Source: an optimization exercise on an open RTL-to-GDS flow (aim: small area, a short achievable clock period and few clock cycles). Production flows keep margins and buffers that such runs may drop.
No functional check of the RTL was part of any run shown here.
No activity file was given, so power comes from the tool's default toggle rates.

## design/flow/run.sh

```bash
#!/bin/bash
# synth_recipe.tcl (not shown) runs the flow's synth.tcl, then flattens the netlist and writes it again
# the make line also repeats each setting of config.mk as NAME=value (left out here)
make -C /OpenROAD-flow-scripts/flow DESIGN_CONFIG=/design/flow/config.mk WORK_HOME=/design/flow/orfs CLKGATE_MAP_FILE= SYNTH_SCRIPT=/design/flow/synth_recipe.tcl finish
```

## design/flow/config.mk

```make
export PLATFORM = sky130hd
export DESIGN_NAME = ex_unit
export DESIGN_NICKNAME = ex_unit
export VERILOG_FILES = /design/flow/design.v
export SDC_FILE = /design/flow/constraint.sdc
export NUM_CORES = 4
export LEC_CHECK = 0
export CAP_MARGIN = 20
export CORE_MARGIN = 2
export CORE_UTILIZATION = 40
export SETUP_SLACK_MARGIN = 3
export SLEW_MARGIN = 20
```

## design/flow/constraint.sdc

```tcl
create_clock -name core_clock -period 7.0 [get_ports {i_clk}]
set_input_delay 1.4000 -clock core_clock [delete_from_list [all_inputs] [get_ports {i_clk}]]
set_output_delay 1.4000 -clock core_clock [all_outputs]
set_load 0.01 [all_outputs]
```

## design/flow/design.v

```verilog
`timescale 1ns/1ps
`default_nettype none
module ex_decode (
    input  wire logic [6:0] i_opcode,
    input  wire logic [2:0] i_funct3,
    output logic            o_is_op,
    output logic            o_is_opimm,
    output logic            o_is_lui,
    output logic            o_is_auipc,
    output logic            o_is_jal,
    output logic            o_is_jalr,
    output logic            o_is_br,      
    output logic            o_illegal
);
    logic br_opc;
    assign o_is_op    = (i_opcode == 7'b0110011);
    assign o_is_opimm = (i_opcode == 7'b0010011);
    assign o_is_lui   = (i_opcode == 7'b0110111);
    assign o_is_auipc = (i_opcode == 7'b0010111);
    assign o_is_jal   = (i_opcode == 7'b1101111);
    assign o_is_jalr  = (i_opcode == 7'b1100111);
    assign br_opc     = (i_opcode == 7'b1100011);
    assign o_is_br    = br_opc && (i_funct3[2:1] != 2'b01);
    assign o_illegal  = !(o_is_op || o_is_opimm || o_is_lui || o_is_auipc ||
                          o_is_jal || o_is_jalr || o_is_br);
endmodule
`default_nettype wire
`timescale 1ns/1ps
`default_nettype none
module ex_alu (
    input  wire logic             i_is_op,
    input  wire logic             i_is_opimm,
    input  wire logic             i_is_jalr,
    input  wire logic [2:0]       i_funct3,
    input  wire logic             i_funct7_b5,
    input  wire logic [32-1:0] i_rs1_val,
    input  wire logic [32-1:0] i_rs2_val,
    input  wire logic [32-1:0] i_pc,
    input  wire logic [32-1:0] i_imm,
    output logic [32-1:0]      o_sum,       
    output logic [32-1:0]      o_alu_out,   
    output logic                  o_cond       
);
    logic [32-1:0] a;
    logic [32-1:0] b;
    logic             sub;
    logic [32-1:0] cb;
    logic             ltu;
    logic             lt;
    logic             eq;
    logic             left;
    logic [32-1:0] sh_in;
    logic [32-1:0] sh_out;
    logic             fill;
    logic [32-1:0] logic_out;
    assign a   = (i_is_op || i_is_opimm || i_is_jalr) ? i_rs1_val : i_pc;
    assign b   = i_is_op ? i_rs2_val : i_imm;
    assign sub = i_is_op && i_funct7_b5 && (i_funct3 == 3'b000);
    assign o_sum = a + (sub ? ~b : b) + 32'(sub);
    assign cb  = i_is_opimm ? i_imm : i_rs2_val;
    assign ltu = (i_rs1_val < cb);
    assign lt  = ltu ^ i_rs1_val[32-1] ^ cb[32-1];
    assign eq  = (i_rs1_val == cb);
    always_comb begin
        case (i_funct3[2:1])
            2'b00:   o_cond = eq ^ i_funct3[0];
            2'b01:   o_cond = i_funct3[0] ? ltu : lt;
            2'b10:   o_cond = lt ^ i_funct3[0];
            default: o_cond = ltu ^ i_funct3[0];
        endcase
    end
    always_comb begin
        left = !i_funct3[2];
        for (int i = 0; i < 32; i++)
            sh_in[i] = left ? i_rs1_val[32-1-i] : i_rs1_val[i];
    end
    assign fill = i_funct7_b5 && i_rs1_val[32-1] && !left;
    ex_shr u_shr (
        .i_val  (sh_in),
        .i_shamt(b[5-1:0]),
        .i_fill (fill),
        .o_val  (sh_out)
    );
    always_comb begin
        case (i_funct3[1:0])
            2'b00:   logic_out = i_rs1_val ^ b;
            2'b10:   logic_out = i_rs1_val | b;
            default: logic_out = i_rs1_val & b;
        endcase
    end
    always_comb begin
        o_alu_out = '0;
        case (i_funct3)
            3'b000: o_alu_out = o_sum;
            3'b001: for (int i = 0; i < 32; i++) o_alu_out[i] = sh_out[32-1-i];
            3'b101: o_alu_out = sh_out;
            3'b010, 3'b011: o_alu_out = {{(32-1){1'b0}}, o_cond};
            default: o_alu_out = logic_out;
        endcase
    end
endmodule
module ex_shr (
    input  wire logic [32-1:0]    i_val,
    input  wire logic [5-1:0] i_shamt,
    input  wire logic                i_fill,
    output logic [32-1:0]         o_val
);
    logic [2*32-1:0] ext;
    assign ext   = {{32{i_fill}}, i_val};
    assign o_val = ext[i_shamt +: 32];
endmodule
`default_nettype wire
`timescale 1ns/1ps
`default_nettype none
module ex_branch (
    input  wire logic             i_is_jal,
    input  wire logic             i_is_jalr,
    input  wire logic             i_is_br,
    input  wire logic             i_cond,
    input  wire logic [32-1:0] i_sum,       
    input  wire logic [32-1:0] i_rs1_val,
    input  wire logic [32-1:0] i_pc,
    input  wire logic [32-1:0] i_imm,
    input  wire logic [32-1:0] i_pred_addr,
    output logic [32-1:0]      o_pc_plus4,
    output logic [32-1:0]      o_next_pc,
    output logic                  o_mispredict
);
    logic [32-1:0] base;
    logic             taken;
    logic             ne_target;
    logic             ne_plus4;
    assign base       = i_is_jalr ? i_rs1_val : i_pc;
    assign o_pc_plus4 = i_pc + 32'(4);
    assign taken = i_is_jal || i_is_jalr || (i_is_br && i_cond);
    ex_sum_ne u_ne_target (.i_x(base), .i_y(i_imm),     .i_p(i_pred_addr), .o_ne(ne_target));
    ex_sum_ne u_ne_plus4  (.i_x(i_pc), .i_y(32'(4)), .i_p(i_pred_addr), .o_ne(ne_plus4));
    assign o_next_pc    = taken ? i_sum : o_pc_plus4;
    assign o_mispredict = taken ? ne_target : ne_plus4;
endmodule
module ex_sum_ne (
    input  wire logic [32-1:0] i_x,
    input  wire logic [32-1:0] i_y,
    input  wire logic [32-1:0] i_p,
    output logic                  o_ne
);
    logic [32-1:0] c;
    logic [32-1:0] bad;
    always_comb begin
        c      = i_x ^ i_y ^ i_p;
        bad[0] = c[0];
        for (int i = 1; i < 32; i++)
            bad[i] = c[i] ^ ((i_x[i-1] ^ i_y[i-1]) ? !i_p[i-1] : i_x[i-1]);
    end
    assign o_ne = |bad;
endmodule
`default_nettype wire
`timescale 1ns/1ps
`default_nettype none
module ex_result (
    input  wire logic             i_clk,
    input  wire logic             i_resetn,
    input  wire logic             i_req,
    input  wire logic [32-1:0] i_result,
    input  wire logic             i_rd_we,
    input  wire logic             i_illegal,
    input  wire logic [32-1:0] i_next_pc,
    input  wire logic             i_mispredict,
    output logic                  o_ack,
    output logic [32-1:0]      o_result,
    output logic                  o_rd_we,
    output logic [32-1:0]      o_next_pc,
    output logic                  o_mispredict,
    output logic                  o_illegal
);
    logic             ack_q;
    logic [32-1:0] result_q;
    logic             rd_we_q;
    logic [32-1:0] next_pc_q;
    logic             mispredict_q;
    logic             illegal_q;
    always_ff @(posedge i_clk) begin
        if (!i_resetn) ack_q <= 1'b0;
        else           ack_q <= i_req;
    end
    always_ff @(posedge i_clk) begin
        if (!ack_q) begin
            result_q     <= i_result;
            rd_we_q      <= i_rd_we;
            next_pc_q    <= i_next_pc;
            mispredict_q <= i_mispredict;
            illegal_q    <= i_illegal;
        end
    end
    assign o_ack        = ack_q;
    assign o_result     = result_q;
    assign o_rd_we      = rd_we_q;
    assign o_next_pc    = next_pc_q;
    assign o_mispredict = mispredict_q;
    assign o_illegal    = illegal_q;
endmodule
`default_nettype wire
`timescale 1ns/1ps
`default_nettype none
module ex_unit (
    input  wire logic             i_clk,
    input  wire logic             i_resetn,
    input  wire logic             i_req,
    input  wire logic [6:0]       i_opcode,
    input  wire logic [2:0]       i_funct3,
    input  wire logic             i_funct7_b5,
    input  wire logic [32-1:0] i_rs1_val,
    input  wire logic [32-1:0] i_rs2_val,
    input  wire logic [32-1:0] i_pc,
    input  wire logic [32-1:0] i_imm,
    input  wire logic [32-1:0] i_pred_addr,
    output wire logic             o_ack,
    output wire logic [32-1:0] o_result,
    output wire logic             o_rd_we,
    output wire logic [32-1:0] o_next_pc,
    output wire logic             o_mispredict,
    output wire logic             o_illegal
);
    logic             is_op;
    logic             is_opimm;
    logic             is_lui;
    logic             is_auipc;
    logic             is_jal;
    logic             is_jalr;
    logic             is_br;
    logic             illegal;
    logic [32-1:0] alu_out;
    logic             cond;
    logic [32-1:0] sum;
    logic [32-1:0] pc_plus4;
    logic [32-1:0] next_pc;
    logic             mispredict;
    logic [32-1:0] result;
    ex_decode u_decode (
        .i_opcode  (i_opcode),
        .i_funct3  (i_funct3),
        .o_is_op   (is_op),
        .o_is_opimm(is_opimm),
        .o_is_lui  (is_lui),
        .o_is_auipc(is_auipc),
        .o_is_jal  (is_jal),
        .o_is_jalr (is_jalr),
        .o_is_br   (is_br),
        .o_illegal (illegal)
    );
    ex_alu u_alu (
        .i_is_op    (is_op),
        .i_is_opimm (is_opimm),
        .i_is_jalr  (is_jalr),
        .i_funct3   (i_funct3),
        .i_funct7_b5(i_funct7_b5),
        .i_rs1_val  (i_rs1_val),
        .i_rs2_val  (i_rs2_val),
        .i_pc       (i_pc),
        .i_imm      (i_imm),
        .o_sum      (sum),
        .o_alu_out  (alu_out),
        .o_cond     (cond)
    );
    ex_branch u_branch (
        .i_is_jal    (is_jal),
        .i_is_jalr   (is_jalr),
        .i_is_br     (is_br),
        .i_cond      (cond),
        .i_sum       (sum),
        .i_rs1_val   (i_rs1_val),
        .i_pc        (i_pc),
        .i_imm       (i_imm),
        .i_pred_addr (i_pred_addr),
        .o_pc_plus4  (pc_plus4),
        .o_next_pc   (next_pc),
        .o_mispredict(mispredict)
    );
    always_comb begin
        result = '0;
        if (is_op || is_opimm) result = alu_out;
        if (is_lui)            result = i_imm;
        if (is_auipc)          result = sum;
        if (is_jal || is_jalr) result = pc_plus4;
        if (is_br)             result = {{(32-1){1'b0}}, cond};
    end
    ex_result u_result (
        .i_clk       (i_clk),
        .i_resetn    (i_resetn),
        .i_req       (i_req),
        .i_result    (result),
        .i_rd_we     (!illegal && !is_br),
        .i_illegal   (illegal),
        .i_next_pc   (next_pc),
        .i_mispredict(mispredict),
        .o_ack       (o_ack),
        .o_result    (o_result),
        .o_rd_we     (o_rd_we),
        .o_next_pc   (o_next_pc),
        .o_mispredict(o_mispredict),
        .o_illegal   (o_illegal)
    );
endmodule
`default_nettype wire
```

==> results of run 1 <==
[routing by layer]
metal / vias to the layer above / track usage, %
met5: - / 0
met2: 1610 / 60.7
li1: 8092 / -
met3: 297 / 10.9
met4: 4 / 24.0
met1: 9032 / 60.3
[worst min-delay path, stage by stage, from the launching register on]
cell	delay [ns]
sky130_fd_sc_hd__dfxtp_1	0.34
sky130_fd_sc_hd__inv_2	0.03
sky130_fd_sc_hd__buf_4	0.36
[metrics by stage]
step	worst slack, ns	util (%)
detailed placement	0.570	49.7
global route	1.70	57.8
floorplan	1.99	-
global placement	0.727	49.7
CTS	1.99	55.8
finish	1.77	57.8
[sequential cells by signal, summed over array words and instances, names as in the netlist]
name and count:
u_result.next_pc_q 32, u_result.result_q 32, u_result.ack_q 1, u_result.illegal_q 1, u_result.mispredict_q 1, u_result.rd_we_q 1
[cell usage in the layout (no fill, tap or decap), types with 10 or more instances in the layout]
cell type	count
sky130_fd_sc_hd__clkdlybuf4s50_1	222
sky130_fd_sc_hd__xnor2_2	10
sky130_fd_sc_hd__nand4_1	17
sky130_fd_sc_hd__o21ai_0	142
sky130_fd_sc_hd__nand3_1	68
sky130_fd_sc_hd__xnor2_1	78
sky130_fd_sc_hd__xor2_2	12
sky130_fd_sc_hd__inv_1	135
sky130_fd_sc_hd__o211ai_1	19
sky130_fd_sc_hd__nand2_1	197
sky130_fd_sc_hd__mux2i_2	16
sky130_fd_sc_hd__a31oi_1	10
sky130_fd_sc_hd__a211oi_1	26
sky130_fd_sc_hd__o21ai_2	12
sky130_fd_sc_hd__o21ai_1	24
sky130_fd_sc_hd__o22ai_1	27
sky130_fd_sc_hd__clkbuf_16	10
sky130_fd_sc_hd__a21o_1	23
sky130_fd_sc_hd__nor3_1	38
sky130_fd_sc_hd__xor2_1	87
sky130_fd_sc_hd__o221ai_1	12
sky130_fd_sc_hd__maj3_1	19
sky130_fd_sc_hd__nor2_1	117
sky130_fd_sc_hd__buf_12	18
sky130_fd_sc_hd__nand2b_1	10
sky130_fd_sc_hd__or3_1	12
sky130_fd_sc_hd__buf_6	15
sky130_fd_sc_hd__edfxtp_1	67
sky130_fd_sc_hd__mux2i_1	127
sky130_fd_sc_hd__buf_4	143
sky130_fd_sc_hd__a21oi_2	30
sky130_fd_sc_hd__mux2_2	19
sky130_fd_sc_hd__a21oi_1	121
sky130_fd_sc_hd__and3_1	17
sky130_fd_sc_hd__ha_1	143
sky130_fd_sc_hd__mux2i_4	15
[worst max path at each step]
stage / to / slack, ns / depth (start not counted) / from
final: u_result.next_pc_q[8]$_DFFE_PN_ / 1.77 / 19 / i_opcode[3]
after global routing: u_result.next_pc_q[0]$_DFFE_PN_ / 1.70 / 18 / i_opcode[3]
after CTS: u_result.next_pc_q[0]$_DFFE_PN_ / 1.99 / 19 / i_opcode[2]
after detailed placement: u_result.next_pc_q[0]$_DFFE_PN_ / 0.57 / 18 / i_opcode[2]
after global placement: u_result.next_pc_q[0]$_DFFE_PN_ / 0.73 / 18 / i_opcode[2]
after floorplan: u_result.next_pc_q[0]$_DFFE_PN_ / 1.99 / 17 / i_opcode[3]
[power breakdown]
group          internal, mW  switching (mW)
Sequential            0.470         0.00631
Clock                 0.310           0.171
Combinational         0.652           0.962
Total                  1.43            1.14
[what timing repair did]
action	in CTS	in global routing
gates resized for setup	246	109
setup buffers	95	22
hold endpoints to repair	0	0
cloned	10	1
endpoints found under the setup margin	65	65
pin swaps	57	69
[area by class of cell]
class                   instances  share of cell area (%)
clock buffers                  11                    1.07
clock inverters                 5                   0.351
repair buffers                428                    19.9
multi-input cells            1720                    63.8
inverters                     141                    2.52
flip-flops and latches         68                    9.35
diodes                          1                  0.0115
well taps                     511                    2.94
[kinds of logic after synthesis]
kind of cell               share of synthesized area [%]
buffers and inverters                               6.27
and+or+nand+nor                                     17.2
DFF                                                 13.4
xor gates and xnor gates                            11.4
muxes                                               12.9
AOI/OAI and AO/OA                                   24.5
adders and majority gates                           14.4
==> notes.md, run 1 <==
- The run finished with no timing, DRC or antenna violations.
- The final weighted congestion in routability-driven placement is between 1 and 1.5.
- The layout has roughly 3400 filler cells.
- The die outline area is 0.0396 mm².
- After synthesis, the share of flip-flops with an asynchronous set or reset is 0%.
- Wire segments on met3 add up to between 10000 and 15000 µm in the final route.
- In this run, distinct cell masters in the synthesized netlist total 85.
- In this run the deepest clock path goes through 2 buffers.
- The post-route cell area is roughly 0.022 mm².
- Buffers inserted during clock tree synthesis total 9.
- The commonest cells after synthesis are sky130_fd_sc_hd__nand2_1 (202), sky130_fd_sc_hd__o21ai_0 (180), sky130_fd_sc_hd__ha_1 (158), sky130_fd_sc_hd__mux2i_1 (158), sky130_fd_sc_hd__a21oi_1 (154).
- By startpoint and endpoint, the worst setup path is classified as in -> reg.
- The power density over cell area is roughly 120 mW/mm².
- The number of DRC violations after detailed routing is 0.
- The detailed router put a total of ~35000 µm of wire on met1.
- The highest metal layer with signal wires is met5.
- The number of antenna-violating nets in the routed design is 0.
- The post-route netlist has 20.3% of its cells at a drive strength greater than 1.
- In the synthesized netlist the dominant register cell turns out to be sky130_fd_sc_hd__edfxtp_1.
- The starting density of the core is roughly two fifths.
- The max-slew violation count is 0.
- After synthesis, the largest area contributor takes up 13.2% of total cell area.
- Timing would allow up to 191 MHz.
- In this run, synthesis inferred 67 flip-flops with an integrated enable.
- The time the worst path needs with I/O delays and setup is about 5.2 ns.
- When the netlist entered floorplanning its net count stood at approximately 2400.
- The wire length of the first global-routing pass is ~120000 µm.
- The H-tree was split into 3 levels.
- The slowest stage of the critical path is the sky130_fd_sc_hd__or3_4 cell.
- The number of nets in the finished design is 2701.
- The type of destination of the critical path is a flip-flop.
- The setup violation total in the final timing report is 0.
- In the final layout, the multi-input gates occupy approximately 0.014 mm².
- The detailed-routing iteration count for the pre-antenna-repair pass is 6.
- The clock tree from TritonCTS is yes.
- Sequential elements use 13.4% of the synthesized area.
- Counting instances, the worst hold path has a depth of 2.
- The number of non-filler instances in the completed layout is between 2000 and 3000.
- The worst relative slew slack is about a quarter.
- The via count of the routed design is around 19000.
- The final hold slack is 1.02 ns.
- The clock skew after layout is 0.00494 ns.
- The final hold violation count is 0.
- The clock-pin slew on the worst setup and hold paths is roughly 0.060 ns.
- The maximum cell stage delay along the critical path is ~0.4 ns.
- The worst setup slack for register-to-register paths is 5.53 ns.
- The number of standard-cell rows in the floorplan is 71.
- After routing, the total negative slack on setup checks comes to 0 ns.
- The analysis attributes to cell leakage a power of approximately 9 nW.
- For this run, the number of Yosys warnings is 4.
- Yosys instantiated no cell more often than sky130_fd_sc_hd__nand2_1.
- The die boundary height is 199 µm.
- The area occupied by registers is ~0.0020 mm².
- The post-DP HPWL is between 60000 and 70000 µm.
- The number of storage elements in the synthesis netlist is just under 70.
- The critical path goes through buf_8 -> and4bb_4 -> nand2_4 -> nor2_4 -> buf_12 -> mux2i_1 -> ha_1 -> nand4_1 -> or3_4 -> a31o_4 -> o211ai_1 -> a21oi_2 -> or3_1 -> nand3_2 -> mux2i_2 -> nand2b_4 -> buf_4 -> buf_16 -> mux2i_4.
- The top-level port count is approximately 240.
- The endpoint identified for the worst register-to-register timing path is u_result.result_q[24]$_SDFFCE_PP0N_.
- The beginning of the worst hold path is u_result.ack_q$_SDFF_PN0_.
- The clock sink count is 68.
- Setup repair after global routing could not meet its margin everywhere.
- The detailed router finished its first iteration with around 2900 violations.
- The source-to-sink clock delay at the later pin of the worst-skew pair is between 0.3 and 0.4 ns.
- The total track usage is around 43%.
- After clock tree synthesis, the flow added hold-fix buffers numbering 0.
- The total power draw is 2.57 mW.
- The number of vias per cell is 6.60.
- The path with the worst hold slack has its endpoint at u_result.result_q[3]$_SDFFCE_PP0N_.
- sky130_fd_sc_hd__edfxtp_1 takes more of the synthesized area than any other cell.
- The cell at the root of the clock tree is sky130_fd_sc_hd__clkbuf_16.
- The kind of cell adding the most delay to the critical path is simple AND/OR/NAND/NOR gates.
- Max-cap violations in this run came to 0.
- The largest fanout on the critical path is 7.
- After layout, the worst path uses between 70% and 80% of the clock period.
- The worst hold-check path type is reg -> reg.
- The area growth from synthesis to layout is 43.0%.
- The post-synthesis cell count is between 2000 and 2500.
- By area the synthesized netlist is led by sky130_fd_sc_hd__edfxtp_1 (13%), sky130_fd_sc_hd__ha_1 (13%), sky130_fd_sc_hd__mux2i_1 (10%).
- The via count of the first global-routing pass came to between 15000 and 20000.
- After detailed routing, the average wire length per cell comes to a little over 30 µm.
- At the worst endpoint, the required time is 7.17 ns.
- The area of the mapped netlist is 0.0152 mm².
- The critical path contains buffers and inverters numbering 4 combined.
- Counting cells, the worst reg-to-reg path comes to 2.
- The core outline area is between 0.03 and 0.04 mm².
- The source of the worst register-to-register timing path is u_result.ack_q$_SDFF_PN0_.
- Including well taps, the total number of placed cells is roughly 2700.
- The floorplan step set the die width to roughly 200 µm.
- After global routing the overflow that remains totals 0.
- The initial antenna violation count is 4.
- The element type at the critical path start is a primary input.
- In this run the tool buffered the top-level ports with approximately 240 buffer cells.
- STA puts the critical path data arrival time at between 5 and 6 ns.
- For the pin with the worst max-slew slack, the measured transition is about 1.1 ns.
- Entering global routing, the biggest net connects 68 pins.
- The worst-case vdd ir drop is slightly above 0.1 mV.
- The detailed-routed wire length on met2 is between 30000 and 40000 µm.
- The area of placed instances is between 0.015 and 0.02 mm².
- The final layout contains routed wiring with a total length of a little under 90000 µm.
- The average instance in the mapped netlist occupies between 7 and 8 µm².
==> run 2, diff against run 1 <==
==> design/flow/flow/run.sh (new file) <==
#!/bin/bash
# The standard layout, with the port buffers made of the smallest
# buffer cell (sky130_fd_sc_hd__buf_1) instead of the one buffer_ports
# picks by itself; every input and output port still gets its buffer.
set -euo pipefail
export BUFFER_PORTS_ARGS="-buffer_cell sky130_fd_sc_hd__buf_1"
bash standard.sh > standard_flow.log 2>&1
==> design/flow/standard.sh (new file) <==
#!/bin/bash
# synth_recipe.tcl (not shown) runs the flow's synth.tcl, then flattens the netlist and writes it again
# the make line also repeats each setting of config.mk as NAME=value (left out here)
make -C /OpenROAD-flow-scripts/flow DESIGN_CONFIG=/design/flow/config.mk WORK_HOME=/design/flow/orfs CLKGATE_MAP_FILE= SYNTH_SCRIPT=/design/flow/synth_recipe.tcl "${@:-finish}"
--- a/design/flow/config.mk
+++ b/design/flow/config.mk
@@ -5,8 +5,9 @@
 export SDC_FILE = /design/flow/constraint.sdc
 export NUM_CORES = 4
 export LEC_CHECK = 0
+export ABC_AREA = 1
 export CAP_MARGIN = 20
 export CORE_MARGIN = 2
 export CORE_UTILIZATION = 40
-export SETUP_SLACK_MARGIN = 3
+export SETUP_SLACK_MARGIN = 2.2
 export SLEW_MARGIN = 20
removed: design/flow/run.sh
==> run 2 against run 1 <==
Net effect: sequential power about the same; clock-buffer cell count shrank 2; maximum frequency up 7.8%; combinational power fell by 25%; flip-flop and latch count unchanged; via count increased by 3.0%; critical path type unchanged; still clean on timing, DRC and antenna; power fell by 14%; critical path depth is 1 lower; clock skew increased by 0.00056 ns; die area is 0.86% lower.
==> notes.md, run 2 <==
- The number of vias per cell is between 6 and 7.
- The share of the cycle needed by the critical path after routing is approximately 69%.
- Entering global routing, the biggest net connects between 80 and 90 pins.
- After technology mapping, the gate count stands at about 2500.
- Detailed placement ended at an HPWL of 66800 µm.
- Once placement completed, the tool counted placed cells totaling 3175.
- The worst setup path is captured at a flip-flop.
- Sorting the synthesized cells by area gives the leading types as sky130_fd_sc_hd__nand2_1 (18%), sky130_fd_sc_hd__edfxtp_1 (13%), sky130_fd_sc_hd__ha_1 (13%).
- Once the floorplan was initialized, standard cells occupied between 40% and 50% of the core.
- TritonCTS built the clock tree.
- The number of synthesized flops with an enable pin is 67.
- In this run the cell area of the synthesized design comes to between 0.015 and 0.02 mm².
- The largest registers in the layout are u_result.next_pc_q (32), u_result.result_q (32).
- The clock passes through at most 2 buffers.
- Traced cell by cell, the critical path runs through clkbuf_4 -> nand2_1 -> nor2_4 -> buf_4 -> nand4_1 -> buf_4 -> buf_8 -> xnor2_2 -> ha_1 -> a21oi_1 -> o21ai_1 -> a21oi_1 -> nand2_1 -> xor2_1 -> nand2_1 -> nand3_1 -> nand2_1 -> nand4_1.
- Clock skew on the completed layout was measured at between 0.005 and 0.006 ns.
- The cell at the root of the clock tree is sky130_fd_sc_hd__clkbuf_16.
- Clock tree synthesis inserted a total of 9 buffers.
- The die boundary height is slightly below 200 µm.
- Among the stages of the critical path, the cell type that occurs most often is sky130_fd_sc_hd__nand2_1.
- The flow ran to the end and the layout has no timing, DRC or antenna violations.
- The via count of the first global-routing pass was roughly 18000.
- The number of standard-cell rows in the floorplan is 71.
- Buffers placed on the I/O ports in this run total about 240.
- After detailed routing, no signal wire sits above met5.
- The final hold violation count came to 0.
- The worst relative slew slack is a little over a quarter.
- Setup repair after global routing could not meet its margin everywhere.
- The setup total negative slack is 0 ns.
- By instance count, the leading cell after synthesis is sky130_fd_sc_hd__nand2_1.
- Broken down by cell family, the worst path's largest delay share belongs to simple AND/OR/NAND/NOR gates.
- The type of the worst setup path is in -> reg.
- Counting distinct cell types in the post-synthesis netlist gives between 40 and 50.
- At the pin with the least slew margin, the transition time is 1.10 ns.
- The number of DRC violations after detailed routing is 0.
- From left edge to right edge, the die measures 198 µm.
- The ratio of cells with drive above 1 in the final layout is under 10%.
- The average footprint of a synthesized cell is 6.01 µm².
- The power density over cell area is about 120 mW/mm².
- The top cell types in the final layout, fill and taps aside, are sky130_fd_sc_hd__nand2_1 (726), sky130_fd_sc_hd__nand3_1 (346), sky130_fd_sc_hd__inv_1 (260), sky130_fd_sc_hd__buf_1 (235), sky130_fd_sc_hd__ha_1 (147).
- The detail-routed net length per standard cell is between 20 and 30 µm.
- The detail route stage leaves a number of antenna-violating nets equal to 0.
- The data required time of the critical path is just over 7 ns.
- The worst-case setup margin in the final layout is approximately 2.2 ns.
- The clock reaches the later pin of the worst-skew pair after ~0.36 ns.
- The wire length of the first global-routing pass is about 120000 µm.
- The routed design has about 88000 µm of wire.
- The number of buffers and inverters on the critical path is 4.
- The total length of routed met3 wires is ~9500 µm.
- The top-level port count is between 200 and 250.
- The clock sink count is roughly 70.
- Across all layers, the routed design uses 19600 vias.
- Across the run, the number of max-cap violations was 0.
- After clock tree synthesis, the clock-pin slew on the worst setup and hold paths is ~0.070 ns.
- The residual overflow from global routing is 0.
- On the critical path, the stage with the largest delay is an instance of sky130_fd_sc_hd__xor2_1.
- The setup violation total in the final timing report is 0.
- The fraction of the yosys area taken by sequential cells is between 10 and 15%.
- The signed area change from the synthesized netlist to the final layout is 19.4%.
- The number of warnings reported in the yosys synthesis log is 4.
- The leakage dissipation is between 8 and 9 nW.
- The max-slew violation count is 0.
- The routed metal-1 wire length is between 30000 and 40000 µm.
- In this run the number of H-tree levels came out at 3.
- Excluding fillers, the count of instances in the completed layout stands at 3240.
- The setup check on the worst reg-to-reg path leaves a slack of 5.46 ns.
- The number of nets in the finished design is 3054.
- The detailed-routing iteration count for the pre-antenna-repair pass is 6.
- The element type at the critical path start is a primary input.
- The number of DRC violations after detailed-routing iteration 0 is 2379.
- The maximum cell stage delay along the critical path is roughly 0.4 ns.
- The worst hold-check path type is reg -> reg.
- The initial antenna violation count was 7.
- The detailed-routed wire length on met2 is about 38000 µm.
- The core outline area is approximately 0.037 mm².
- Timing analysis after detailed placement gives a worst setup slack of slightly below 1 ns.
- Counting flops with an async set or reset pin after synthesis yields a share of 0%.
- The number of hold buffers added after CTS was 0.
- The number of storage elements in the synthesis netlist is 68.
- Summed over all instances, the cell type with the most area after synthesis is sky130_fd_sc_hd__nand2_1.
- After synthesis, the largest area contributor takes up approximately 18% of total cell area.
- The worst-case vdd ir drop is ~0.12 mV.
- The total track usage is between 40% and 50%.
- The most frequent standard cell in the layout excluding fill and tap cells is sky130_fd_sc_hd__nand2_1.
- By count the netlist is led by sky130_fd_sc_hd__nand2_1 (741), sky130_fd_sc_hd__nand3_1 (349), sky130_fd_sc_hd__inv_1 (265).
- The final weighted congestion in routability-driven placement is 1.01.
- The time the worst path needs with I/O delays and setup is ~4.8 ns.
- The die covers between 0.03 and 0.04 mm².
- In this run the worst path has a maximum fanout of 16.
- The number of nets produced by synthesis is ~2800.
- The critical path arrival is 5.07 ns.
- Based on the critical path, the design can be clocked at up to between 200 and 250 MHz.
- The prevailing post-synth register cell is sky130_fd_sc_hd__edfxtp_1.
## run 2: kinds of logic after synthesis
family          share of synthesized area, %
simple gates                            37.7
xor+xnor                                9.71
compound gates                          14.8
flops                                   13.5
buf+inv                                 9.82
fa+ha+maj                               14.5
## run 2: per-layer routing
layer	vias up	GRT usage, %
met5	-	0
met4	4	27.3
met3	332	6.92
met2	1286	67.5
met1	9153	51.7
li1	8828	-
## run 2: report_power, final
group	switching, mW	internal, mW
clock	0.239	0.284
combinational	0.840	0.371
sequential	0.00978	0.470
total	1.09	1.12
## run 2: area by class of cell
type                       instances  area, µm²
timing repair inverter             1       7.51
fill                            4084      19400
timing repair buffer             313       1780
clock inverter                     7       83.8
clock buffer                       9        225
sequential                        68       2030
inverter                         269       1030
tap                              511        639
antenna                            3       7.51
multi-input combinational       2059      12200
## run 2: worst paths after layout
check / from / cells after the start / to
max: i_opcode[5] / 18 / u_result.result_q[15]$_SDFFCE_PP0N_
min: u_result.ack_q$_SDFF_PN0_ / 2 / u_result.next_pc_q[11]$_DFFE_PN_
max reg2reg: u_result.ack_q$_SDFF_PN0_ / 2 / u_result.next_pc_q[28]$_DFFE_PN_
min reg2reg: u_result.ack_q$_SDFF_PN0_ / 2 / u_result.next_pc_q[11]$_DFFE_PN_
## run 2: worst min-delay path, cell delays in order (launching register included)
cell                      delay, ns
sky130_fd_sc_hd__dfxtp_1       0.34
sky130_fd_sc_hd__inv_2         0.03
sky130_fd_sc_hd__buf_4         0.41
## run 2: metrics by stage
stage                     hold WS (ns)  power (mW)  util, %  area [µm²]
after global placement            1.04        1.57     43.9       16400
after global routing              1.14        2.31     48.1       18000
final                             1.07        2.21     48.1       18000
after detailed placement          1.06        1.58     43.9       16400
after floorplan                   1.49        1.16        -       15100
after CTS                         1.08        2.11     45.2       16900
## run 2: repair_timing
| item | in CTS | in global routing |
|---|---|---|
| setup buffers | 1 | 30 |
| gates resized for setup | 51 | 147 |
| cloned | 0 | 15 |
| pin swaps | 1 | 27 |
| setup endpoints to repair | 65 | 60 |

re-timing with driven ports:
No port has a modelled driver above. Below, the same layouts with a new extraction and two added sets of constraints. Step 1 sets driving cells, clkbuf_16 on the clock port and buf_2 on the other inputs (assumed; they add their load-dependent delay and slew). Step 2 times the ports against the registers' clock, not the clock port: input delays grow and output delays shrink by t, the midpoint of the rising clock arrivals with the driver on. Slacks: ideal ports / drivers / drivers and shift; pairs: ideal ports / drivers.
run	t (ns)	setup slack, ns	worst setup path after step 2	worst data-port slew with drivers (ns)	pins driven straight from the clock port
run 1	0.365	1.773 / 1.755 / 1.390	input to register	0.07	1
run 2	0.404	2.154 / 2.177 / 1.773	input to register	0.06	1
After both steps every run listed still meets setup and hold. For run 1, which loses most, drivers alone change the setup slack by -0.018 ns; drivers and shift together by -0.383 ns.
